This is an optimization exercise on Yosys and OpenROAD, whose aim is small area and a short achievable clock period, not a production implementation. In this exercise RTL edits were held to simulation tests only and were not proved equivalent to the original. Power is estimated from default activity; no workload was simulated.

**flow/design.v**
```verilog
`default_nettype none
package spu_data_pkg;
    parameter int BYTE     = 8;
    parameter int HALFWORD = 2 * BYTE;
    parameter int WORD     = 4 * BYTE;
    parameter int QUADWORD = 16 * BYTE;
    parameter int REG_ADDR_WIDTH = 7;
    parameter int IMM10_WIDTH    = 10;
    parameter int IMM7_WIDTH     = 7;
    typedef logic [REG_ADDR_WIDTH-1:0] reg_addr_t;
    typedef union packed {
        logic [0:QUADWORD/WORD-1][WORD-1:0]         word;
        logic [0:QUADWORD/HALFWORD-1][HALFWORD-1:0] half;
    } quadword_u;
    typedef struct packed {
        logic       reg_wr_en;
        logic [1:0] unit_id;     
        reg_addr_t  rt_addr;
        quadword_u  rt_data;
    } writeback_t;
endpackage
`default_nettype wire
`default_nettype none
package spu_isa_pkg;
    parameter int INTERNAL_OPCODE_SIZE = 6;
    typedef enum logic [INTERNAL_OPCODE_SIZE-1:0] {
        ADD_WORD                      = 6'b0000_00,
        ADD_WORD_IMMEDIATE            = 6'b0000_01,
        ADD_HALFWORD                  = 6'b0000_10,
        ADD_HALFWORD_IMMEDIATE        = 6'b0000_11,
        SUBTRACT_FROM_WORD            = 6'b0001_00,
        SUBTRACT_FROM_WORD_IMMEDIATE  = 6'b0001_01,
        SUBTRACT_FROM_HALFWORD        = 6'b0001_10,
        SUBTRACT_FROM_HALFWORD_IMMEDIATE = 6'b0001_11,
        CARRY_GENERATE                = 6'b0010_00,
        BORROW_GENERATE               = 6'b0011_00,
        AND_REGISTER                  = 6'b0100_00,
        AND_WORD_IMMEDIATE            = 6'b0100_01,
        AND_HALFWORD_IMMEDIATE        = 6'b0100_11,
        AND_WITH_COMPLEMENT           = 6'b0101_00,
        OR_REGISTER                   = 6'b0110_00,
        OR_WORD_IMMEDIATE             = 6'b0110_01,
        OR_HALFWORD_IMMEDIATE         = 6'b0110_11,
        OR_WITH_COMPLEMENT            = 6'b0111_00,
        EXCLUSIVE_OR                  = 6'b1000_00,
        EXCLUSIVE_OR_WORD_IMMEDIATE   = 6'b1000_01,
        EXCLUSIVE_OR_HALFWORD_IMMEDIATE = 6'b1000_11,
        NAND_REGISTER                 = 6'b1001_00,
        NOR_REGISTER                  = 6'b1010_00,
        COMPARE_EQUAL_WORD            = 6'b1011_00,
        COMPARE_EQUAL_WORD_IMMEDIATE  = 6'b1011_01,
        COMPARE_EQUAL_HALFWORD        = 6'b1011_10,
        COMPARE_EQUAL_HALFWORD_IMMEDIATE = 6'b1011_11,
        COMPARE_GREATER_THAN_WORD     = 6'b1100_00,
        COMPARE_GREATER_THAN_WORD_IMMEDIATE = 6'b1100_01,
        COMPARE_GREATER_THAN_HALFWORD = 6'b1100_10,
        COMPARE_GREATER_THAN_HALFWORD_IMMEDIATE = 6'b1100_11,
        COMPARE_LOGICAL_GREATER_THAN_WORD = 6'b1101_00,
        COMPARE_LOGICAL_GREATER_THAN_WORD_IMMEDIATE = 6'b1101_01,
        COMPARE_LOGICAL_GREATER_THAN_HALFWORD = 6'b1101_10,
        COMPARE_LOGICAL_GREATER_THAN_HALFWORD_IMMEDIATE = 6'b1101_11,
        SHIFT_LEFT_WORD               = 6'b1110_00,
        SHIFT_LEFT_WORD_IMMEDIATE     = 6'b1110_01,
        SHIFT_LEFT_HALFWORD           = 6'b1110_10,
        SHIFT_LEFT_HALFWORD_IMMEDIATE = 6'b1110_11,
        ROTATE_WORD                   = 6'b1111_00,
        ROTATE_WORD_IMMEDIATE         = 6'b1111_01,
        ROTATE_HALFWORD               = 6'b1111_10,
        ROTATE_HALFWORD_IMMEDIATE     = 6'b1111_11
    } opcode_e;
    typedef enum logic [1:0] {
        SIMPLE_FIXED_1 = 2'd0,   
        SIMPLE_FIXED_2 = 2'd1,   
        NO_UNIT        = 2'd3
    } unit_id_e;
    typedef enum logic [3:0] {
        ADD, SUB_FROM, CARRY, BORROW, AND, ANDC, OR, ORC, XOR, NAND, NOR, CEQ, CGT, CLGT
    } fx_op_e;
    typedef enum logic [1:0] {
        SHL,
        ROT
    } sr_op_e;
    typedef struct packed {
        logic                    valid;
        unit_id_e                unit_id;
        fx_op_e                  fx_op;
        sr_op_e                  sr_op;
        logic                    halfword;   
        logic [6:0]              rt_addr;   
    } even_ctrl_t;
endpackage
`default_nettype wire
`default_nettype none
`timescale 1ns/100ps
module even_pipe (
    input  wire logic         clk,
    input  wire logic         arst_n,
    input  wire logic         issue,
    input  wire logic [5:0]   opcode,
    input  wire logic [127:0] ra,
    input  wire logic [127:0] rb,
    input  wire logic [9:0]   imm10,
    input  wire logic [6:0]   imm7,
    input  wire logic [6:0]   rt_addr,
    output logic              wb_reg_wr_en,
    output logic [1:0]        wb_unit_id,
    output logic [6:0]        wb_rt_addr,
    output logic [127:0]      wb_rt_data
);
    logic [3:0] op;
    logic       hw, im, sr, kept;
    assign op = opcode[5:2];
    assign hw = opcode[1];
    assign im = opcode[0];
    assign sr = op[3:1] == 3'b111;
    always_comb begin
        case (op)
            4'd2, 4'd3, 4'd5, 4'd7, 4'd9, 4'd10: kept = !hw && !im;
            4'd4, 4'd6, 4'd8:                    kept = !hw || im;
            default:                             kept = 1'b1;
        endcase
    end
    logic invb, kg, kp, kc, inv0, cgt, neg, cmp, ceq, cinv;
    always_comb begin
        invb = 1'b0; kg = 1'b0; kp = 1'b0; kc = 1'b0; inv0 = 1'b0;
        cgt  = 1'b0; neg = 1'b0; cmp = 1'b0; ceq = 1'b0; cinv = 1'b0;
        case (op)
            4'd0:  begin kp = 1'b1; kc = 1'b1; end                            
            4'd1:  begin kp = 1'b1; kc = 1'b1; invb = 1'b1; neg = 1'b1; end   
            4'd2:  begin kp = 1'b1; kc = 1'b1; cmp = 1'b1; end                
            4'd3:  begin kp = 1'b1; kc = 1'b1; invb = 1'b1; cmp = 1'b1; cinv = 1'b1; end
            4'd4:  begin kg = 1'b1; end                                       
            4'd5:  begin kg = 1'b1; invb = 1'b1; end                          
            4'd6:  begin kg = 1'b1; kp = 1'b1; end                            
            4'd7:  begin kg = 1'b1; kp = 1'b1; invb = 1'b1; end               
            4'd8:  begin kp = 1'b1; end                                       
            4'd9:  begin kg = 1'b1; inv0 = 1'b1; end                          
            4'd10: begin kg = 1'b1; kp = 1'b1; inv0 = 1'b1; end               
            4'd11: begin kp = 1'b1; kc = 1'b1; invb = 1'b1; cmp = 1'b1; ceq = 1'b1; end
            4'd12: begin kp = 1'b1; kc = 1'b1; invb = 1'b1; cmp = 1'b1; cgt = 1'b1; end
            4'd13: begin kp = 1'b1; kc = 1'b1; invb = 1'b1; cmp = 1'b1; end
            default: ;
        endcase
    end
    logic [15:0]  imm_lo, imm_hi;
    logic [127:0] b;
    assign imm_lo = sr ? {10'd0, imm7[5:0]} : {{6{imm10[9]}}, imm10};
    assign imm_hi = hw ? imm_lo : {16{!sr && imm10[9]}};
    assign b      = im ? {4{imm_hi, imm_lo}} : rb;
    logic [127:0] x, y, g, p;
    always_comb begin
        x = ra;
        y = b ^ {128{invb}};
        for (int w = 0; w < 4; w++) begin
            x[32*w+31] = ra[32*w+31] ^ cgt;
            y[32*w+31] = b[32*w+31] ^ invb ^ cgt;
            x[32*w+15] = ra[32*w+15] ^ (cgt && hw);
            y[32*w+15] = b[32*w+15] ^ invb ^ (cgt && hw);
        end
        g = x & y;
        p = x ^ y;
    end
    logic [127:0] xa;
    logic [31:0]  blk_g;
    always_comb begin
        logic [4:0] c;
        for (int k = 0; k < 32; k++) begin
            c[0] = 1'b0;
            for (int t = 0; t < 4; t++)
                c[t+1] = g[4*k+t] | (p[4*k+t] & c[t]);
            for (int t = 0; t < 4; t++)
                xa[4*k+t] = ((kg & g[4*k+t]) | (kp & p[4*k+t])) ^ (kc & c[t]) ^ inv0;
            blk_g[k] = kc & c[4];
        end
    end
    logic         rot;
    logic [127:0] xs;
    logic [31:0]  sh_side;
    assign rot = opcode[2];
    always_comb begin
        logic n0;
        for (int j = 0; j < 8; j++) begin
            n0 = hw ? b[16*j] : b[32*(j/2)];
            for (int t = 0; t < 16; t++) begin
                if (!n0)
                    xs[16*j+t] = ra[16*j+t];
                else if (t >= 1)
                    xs[16*j+t] = ra[16*j+t-1];
                else if (j % 2 == 1)
                    xs[16*j+t] = hw ? (ra[16*j+15] & rot) : ra[16*j-1];
                else
                    xs[16*j+t] = hw ? (ra[16*j+15] & rot) : (ra[16*j+31] & rot);
            end
            if (hw) begin
                sh_side[4*j +: 3] = b[16*j+1 +: 3];
                sh_side[4*j+3]    = !rot & b[16*j+4];
            end else begin
                sh_side[4*j +: 3] = b[32*(j/2)+1 +: 3];
                sh_side[4*j+3]    = (j % 2 == 0) ? b[32*(j/2)+4] : (!rot & b[32*(j/2)+5]);
            end
        end
    end
    logic         r1_valid;
    logic [127:0] r1_x;
    logic [31:0]  r1_side;
    logic         r1_sr, r1_hw, r1_rot, r1_neg, r1_cmp, r1_ceq, r1_cinv;
    logic [6:0]   r1_addr;
    always_ff @(posedge clk or negedge arst_n) begin
        if (!arst_n) r1_valid <= 1'b0;
        else         r1_valid <= issue && kept;
    end
    always_ff @(posedge clk) begin
        r1_x    <= sr ? xs : xa;
        r1_side <= sr ? sh_side : blk_g;
        r1_sr   <= sr;
        r1_hw   <= hw;
        r1_rot  <= rot;
        r1_neg  <= neg;
        r1_cmp  <= cmp;
        r1_ceq  <= ceq;
        r1_cinv <= cinv;
        r1_addr <= rt_addr;
    end
    logic [127:0] ar;
    logic [127:0] cres;
    always_comb begin
        logic [7:0] bp, bg;
        logic [8:0] c;
        logic       c4raw, eq_lo, eq_hi;
        logic       pre;
        cres = '0;
        for (int w = 0; w < 4; w++) begin
            for (int k = 0; k < 8; k++) begin
                bp[k] = &r1_x[32*w+4*k +: 4];
                bg[k] = r1_side[8*w+k];
            end
            c[0] = 1'b0;
            for (int k = 0; k < 8; k++)
                c[k+1] = bg[k] | (bp[k] & c[k]);
            c4raw = c[4];
            c[4]  = r1_hw ? 1'b0 : c4raw;
            for (int k = 4; k < 8; k++)
                c[k+1] = bg[k] | (bp[k] & c[k]);
            for (int k = 0; k < 8; k++) begin
                pre = c[k];
                for (int t = 0; t < 4; t++) begin
                    ar[32*w+4*k+t] = r1_x[32*w+4*k+t] ^ r1_neg ^ pre;
                    pre = pre & r1_x[32*w+4*k+t];
                end
            end
            eq_lo = &bp[3:0];
            eq_hi = &bp[7:4];
            if (r1_hw) begin
                cres[32*w]    = r1_ceq ? eq_lo : (c4raw ^ r1_cinv);
                cres[32*w+16] = r1_ceq ? eq_hi : (c[8] ^ r1_cinv);
            end else begin
                cres[32*w]    = r1_ceq ? (eq_lo & eq_hi) : (c[8] ^ r1_cinv);
            end
        end
    end
    logic [127:0] srr;
    always_comb begin
        logic [127:0] v, nv;
        logic         n;
        v = r1_x;
        for (int l = 1; l < 4; l++) begin
            for (int j = 0; j < 8; j++) begin
                n = r1_side[4*j+l-1];
                for (int t = 0; t < 16; t++) begin
                    if (!n)
                        nv[16*j+t] = v[16*j+t];
                    else if (t >= (1 << l))
                        nv[16*j+t] = v[16*j+t-(1<<l)];
                    else if (j % 2 == 1)
                        nv[16*j+t] = r1_hw ? (v[16*j+t-(1<<l)+16] & r1_rot) : v[16*j+t-(1<<l)];
                    else
                        nv[16*j+t] = r1_hw ? (v[16*j+t-(1<<l)+16] & r1_rot)
                                           : (v[16*j+t-(1<<l)+32] & r1_rot);
                end
            end
            v = nv;
        end
        for (int w = 0; w < 4; w++) begin
            n = !r1_hw && r1_side[8*w+3];
            for (int t = 0; t < 32; t++) begin
                if (!n)
                    nv[32*w+t] = v[32*w+t];
                else if (t >= 16)
                    nv[32*w+t] = v[32*w+t-16];
                else
                    nv[32*w+t] = v[32*w+t+16] & r1_rot;
            end
        end
        for (int j = 0; j < 8; j++) begin
            n = (j % 2 == 1) ? r1_side[4*j+3] : (r1_hw ? r1_side[4*j+3] : r1_side[4*j+7]);
            srr[16*j +: 16] = n ? 16'd0 : nv[16*j +: 16];
        end
    end
    logic         r2_valid, r3_valid;
    logic [127:0] r2_data, r3_data;
    logic         r2_sr, r3_sr;
    logic [6:0]   r2_addr, r3_addr;
    always_ff @(posedge clk or negedge arst_n) begin
        if (!arst_n) begin
            r2_valid <= 1'b0;
            r3_valid <= 1'b0;
        end else begin
            r2_valid <= r1_valid;
            r3_valid <= r2_valid;
        end
    end
    always_ff @(posedge clk) begin
        r2_data <= r1_sr ? srr : (r1_cmp ? cres : ar);
        r2_sr   <= r1_sr;
        r2_addr <= r1_addr;
        r3_data <= r2_data;
        r3_sr   <= r2_sr;
        r3_addr <= r2_addr;
    end
    assign wb_reg_wr_en = r3_valid;
    assign wb_unit_id   = {1'b0, r3_sr};
    assign wb_rt_addr   = r3_addr;
    assign wb_rt_data   = r3_data;
endmodule
`default_nettype wire
```
**flow/run.sh**
```bash
#!/bin/bash
# synth_recipe.tcl (not shown) runs the flow's synth.tcl, then flattens the netlist and writes it again
# the make line also repeats each setting of config.mk as NAME=value (left out here)
make -C /OpenROAD-flow-scripts/flow DESIGN_CONFIG=/design/flow/config.mk WORK_HOME=/design/flow/orfs CLKGATE_MAP_FILE= SYNTH_SCRIPT=/design/flow/synth_recipe.tcl finish
```
**flow/config.mk**
```make
export PLATFORM = sky130hd
export DESIGN_NAME = even_pipe
export DESIGN_NICKNAME = even_pipe
export VERILOG_FILES = /design/flow/design.v
export SDC_FILE = /design/flow/constraint.sdc
export NUM_CORES = 4
export LEC_CHECK = 0
export CAP_MARGIN = 20
export CORE_MARGIN = 2
export CORE_UTILIZATION = 40
export SLEW_MARGIN = 20
```
**flow/constraint.sdc**
```tcl
create_clock -name core_clock -period 5.0 [get_ports {clk}]
set_input_delay 1.0000 -clock core_clock [delete_from_list [all_inputs] [get_ports {clk}]]
set_output_delay 1.0000 -clock core_clock [all_outputs]
set_load 0.01 [all_outputs]
```
==> run notes <==
[final cells by class]
class	instances	share of cell area, %
Multi-Input combinational cell	3130	56.4
Timing Repair Buffer	526	13.0
Clock buffer	63	3.41
Clock inverter	22	0.523
Tap cell	1060	3.36
Antenna cell	6	0.0380
Inverter	37	0.365
Sequential cell	449	22.8
[layer usage]
| layer | GRT usage (%) | vias to the layer above | share of wire, % |
|---|---|---|---|
| met4 | 8.79 | 6 | 3.0 |
| met1 | 44.7 | 14700 | 45 |
| li1 | - | 14600 | - |
| met5 | 0 | - | 0.028 |
| met2 | 44.1 | 1845 | 41 |
| met3 | 5.22 | 198 | 10 |
[sequential cells by signal (all words and copies together) (netlist names)]
name,flops
r2_sr,1
r1_neg,1
r3_sr,1
r1_ceq,1
r3_addr,7
r1_addr,7
r2_addr,7
r1_cmp,1
r1_rot,1
r3_data,128
r2_valid,1
r1_valid,1
r1_hw,1
r3_valid,1
r2_data,128
r1_cinv,1
r1_x,128
r1_sr,1
r1_side,32
[power by group through the flow]
stage	sequential (uW)	combinational, uW	clock [uW]
global route	6130	8870	3730
CTS	5980	8110	3590
finish	6060	8260	3510
global placement	6040	8040	0
detailed placement	6060	8070	0
floorplan	5570	5240	0
[worst paths after layout]
kind,start,endpoint,cells after the start
setup / recovery,opcode[3],r1_x[38]$_DFF_P_,13
hold / removal,r2_data[99]$_DFF_P_,r3_data[99]$_DFF_P_,0
setup reg to reg,r1_side[14]$_DFF_P_,r2_data[32]$_DFF_P_,6
hold reg to reg,r2_data[99]$_DFF_P_,r3_data[99]$_DFF_P_,0
max in group asynchronous,arst_n,r2_valid$_DFF_PN0_,1
min in group asynchronous,arst_n,r1_valid$_DFF_PN0_,1
[Yosys cell counts (59+ instances only)]
cell type | n | area share [%]
buf_2 | 63 | 0.96
o22ai_1 | 153 | 2.9
o21ai_0 | 229 | 3.5
nand2_1 | 379 | 4.4
mux2_2 | 78 | 2.7
clkbuf_1 | 201 | 2.3
xor2_1 | 132 | 3.5
a31oi_1 | 59 | 1.1
a21o_1 | 72 | 1.7
ha_1 | 132 | 5.1
a21oi_1 | 284 | 4.3
xnor2_1 | 412 | 11
nor2_1 | 312 | 3.6
buf_1 | 60 | 0.69
a22oi_1 | 141 | 3.2
mux2i_1 | 286 | 8.8
dfxtp_1 | 446 | 27
[cell families (layout without fill, tap and decap cells)]
kind of cell    count (synthesis)  count (layout)  share of synthesized area, %
compound gates               1124            1124                          21.7
xor+xnor                      575             575                          16.7
fa+ha+maj                     132             132                          5.05
buf+inv                       367             648                          4.53
flops                         449             449                          27.5
mux                           374             374                          12.1
other cells                     1               7                        0.0115
simple gates                  924             924                          12.4
[critical path, stage by stage]
cell and delay, ns:
clkdlybuf4s50_1 0.71, ha_1 0.36, mux2i_1 0.17, a21oi_4 0.38
buf_12 0.34, xnor2_1 0.17, ha_1 0.26, a21o_1 0.17
nand2_1 0.08, xor2_1 0.17, xnor2_1 0.14, nor2_1 0.05
a31oi_1 0.41
[stage by stage]
stage | setup WS [ns] | instances | cell area [um2] | power, uW | hold slack [ns]
global route | 0.851 | 5288 | 39500 | 18700 | 0.328
finish | 0.953 | 5293 | 39500 | 17800 | 0.324
CTS | 1.10 | 5287 | 39400 | 17700 | 0.323
global placement | 0.506 | 5202 | 37900 | 14100 | 0.310
floorplan | 1.34 | 3946 | 32700 | 10800 | 0.310
detailed placement | 0.494 | 5202 | 37900 | 14100 | 0.312
[placed cells by master (no fill, tap or decap), drive strengths merged, types with 17 or more instances in the layout]
cell type      netlist  routed
nand4               23      23
xor2               132     132
a21oi              284     284
buf                128     104
nor2b               39      39
clkdlybuf4s50        0     422
o211ai              17      17
o21ai              234     234
a21o                72      72
nand2b              23      23
ha                 132     132
a31oi               59      59
nand2              379     379
nand3               58      58
o32ai               45      45
mux2                78      78
dfxtp              446     446
inv                 34      41
xnor3               31      31
nor2               312     312
o22ai              153     153
xnor2              412     412
a211oi              20      20
and3                19      19
clkbuf             202      63
mux2i              286     286
a22oi              141     141
==> run_results.csv <==
group,metric,value,unit
worst_setup_path,cp-start-kind,"input port",
routing,vias,31300,
global_routing,grt_pass1_vias,28500,
synthesis,synthFlopType,"dfxtp_1",
routing,ant_nets,0,
placement,post-dp-hpwl,101000,um
outcome,status,"timing/DRC/antenna clean",
worst_setup_path,crit_type,"input port to flop",
pwr,p_sw_share,40.8,%
worst_setup_path,worstPathMaxFanout,44,
floorplanning,boundaryPins,427,
sta,fin_skew,0.0309,ns
clock_tree,clock_path_buffers,3,
worst_setup_path,required,5.42,ns
run,cap_viol_max_count,0,
pwr,power_density,452,nW/um2
routing,drtIter0Drc,3666,
sta,hold_viol_final,0,
floorplanning,initial_core_util,40.5,%
sta,tightest_slew,1.09,ns
placement,routabilityCongestion,0.990,
worst_setup_path,ff2ff_setup_slack,1.68,ns
synthesis,synth-seq-cells,449,
synthesis,yosysUniqueCellTypes,78,
layout,syn_to_final_growth,20.7,%
worst_setup_path,arrival,4.47,ns
worst_hold_path,hold_class,"flop to flop",
pwr,combPwrFrac,46.4,%
sta,grt_setup_unrepaired,"no",
clock_tree,htreeDepth,2,
layout,multiInputGateArea,22300,um2
placement,io_buffer_count,424,
global_routing,gr-usage-all-layers,30.1,%
synthesis,synth-async-reset-ratio,0.668,%
routing,dr.pass1.iters,6,
clock_tree,cts_resized,0,
routing,routedWlPerCell,25.1,um
global_routing,grt_pass1_wl,193000,um
synthesis,synth_area_per_cell,8.28,um2
layout,num-fill-cells,7813,
layout,nets,4612,
synthesis,synth_edf_count,0,
layout,layout-drive-gt1-share,7.57,%
floorplanning,fp-row-count,104,
clock_tree,cts_sinks,449,
sta,fmax,0.247,GHz
clock_tree,postCtsSetupRepairBufs,0,
pwr,p_int,10600,uW
synthesis,ys_warn_count,1,
routing,drc_errors,0,
synthesis,syn_inst,3946,
global_routing,overflow,0,
pwr,p_sw,7270,uW
clock_tree,cts_tree,"done",
pwr,peakVddDrop,290,uV
routing,drt-total-wl,133000,um
global_routing,grt_start_max_net_pins,129,
synthesis,synth_area,32700,um2
floorplanning,die-width,290,um
sta,finalSetupTns,0,ns
clock_tree,cts-root-buf,"clkbuf_16",
routing,viasPerCell,5.92,
synthesis,seq_area_frac_synth,27.5,%
pwr,pwr-share-clk,19.7,%
global_routing,antenna_found_initial,14,
clock_tree,cts_buffers,47,
pwr,leakage,0.0159,uW
floorplanning,chipHeight,290,um
clock_tree,clkLatencyLatePin,0.60,ns
synthesis,syn_nets,4367,
sta,slew-limit-headroom,27.0,%
clock_tree,path_clk_slew,0.06,ns
sta,slew_viol_final,0,
clock_tree,holdBufCountCts,0,
layout,final_core_util,48.9,%
floorplanning,die-area,84000,um2
pwr,seq_power_share,34.0,%
layout,regArea,9010,um2
floorplanning,core,80700,um2
sta,setup_viol,0,
sta,fin_crit_sh,80.9,%
worst_setup_path,end_kind,"flop",
sta,layout_min_cycle_time,4.05,ns

## what the ideal ports hide
In the flow no input, the clock included, has a driving cell. The finished layout below was timed again as built, in two steps. Step 1 sets driving cells, clkbuf_16 on the clock port and buf_2 on the other inputs (assumed; they add their load-dependent delay and slew). Step 2 moves the port delays by t, midway between the first and last clock arrival at a register: inputs arrive t later, outputs are due t later. That takes back most of the time a late clock gives input paths. Slacks: ideal ports / drivers / drivers and shift; pairs: ideal ports / drivers.
t, ns: 0.647
setup WS [ns]: 0.953 / 0.983 / 0.337
cell pins on the clock port's net: 1
After both steps this run still meets setup and hold. For this run, drivers alone change the setup slack by +0.030 ns; drivers and shift together by -0.616 ns.
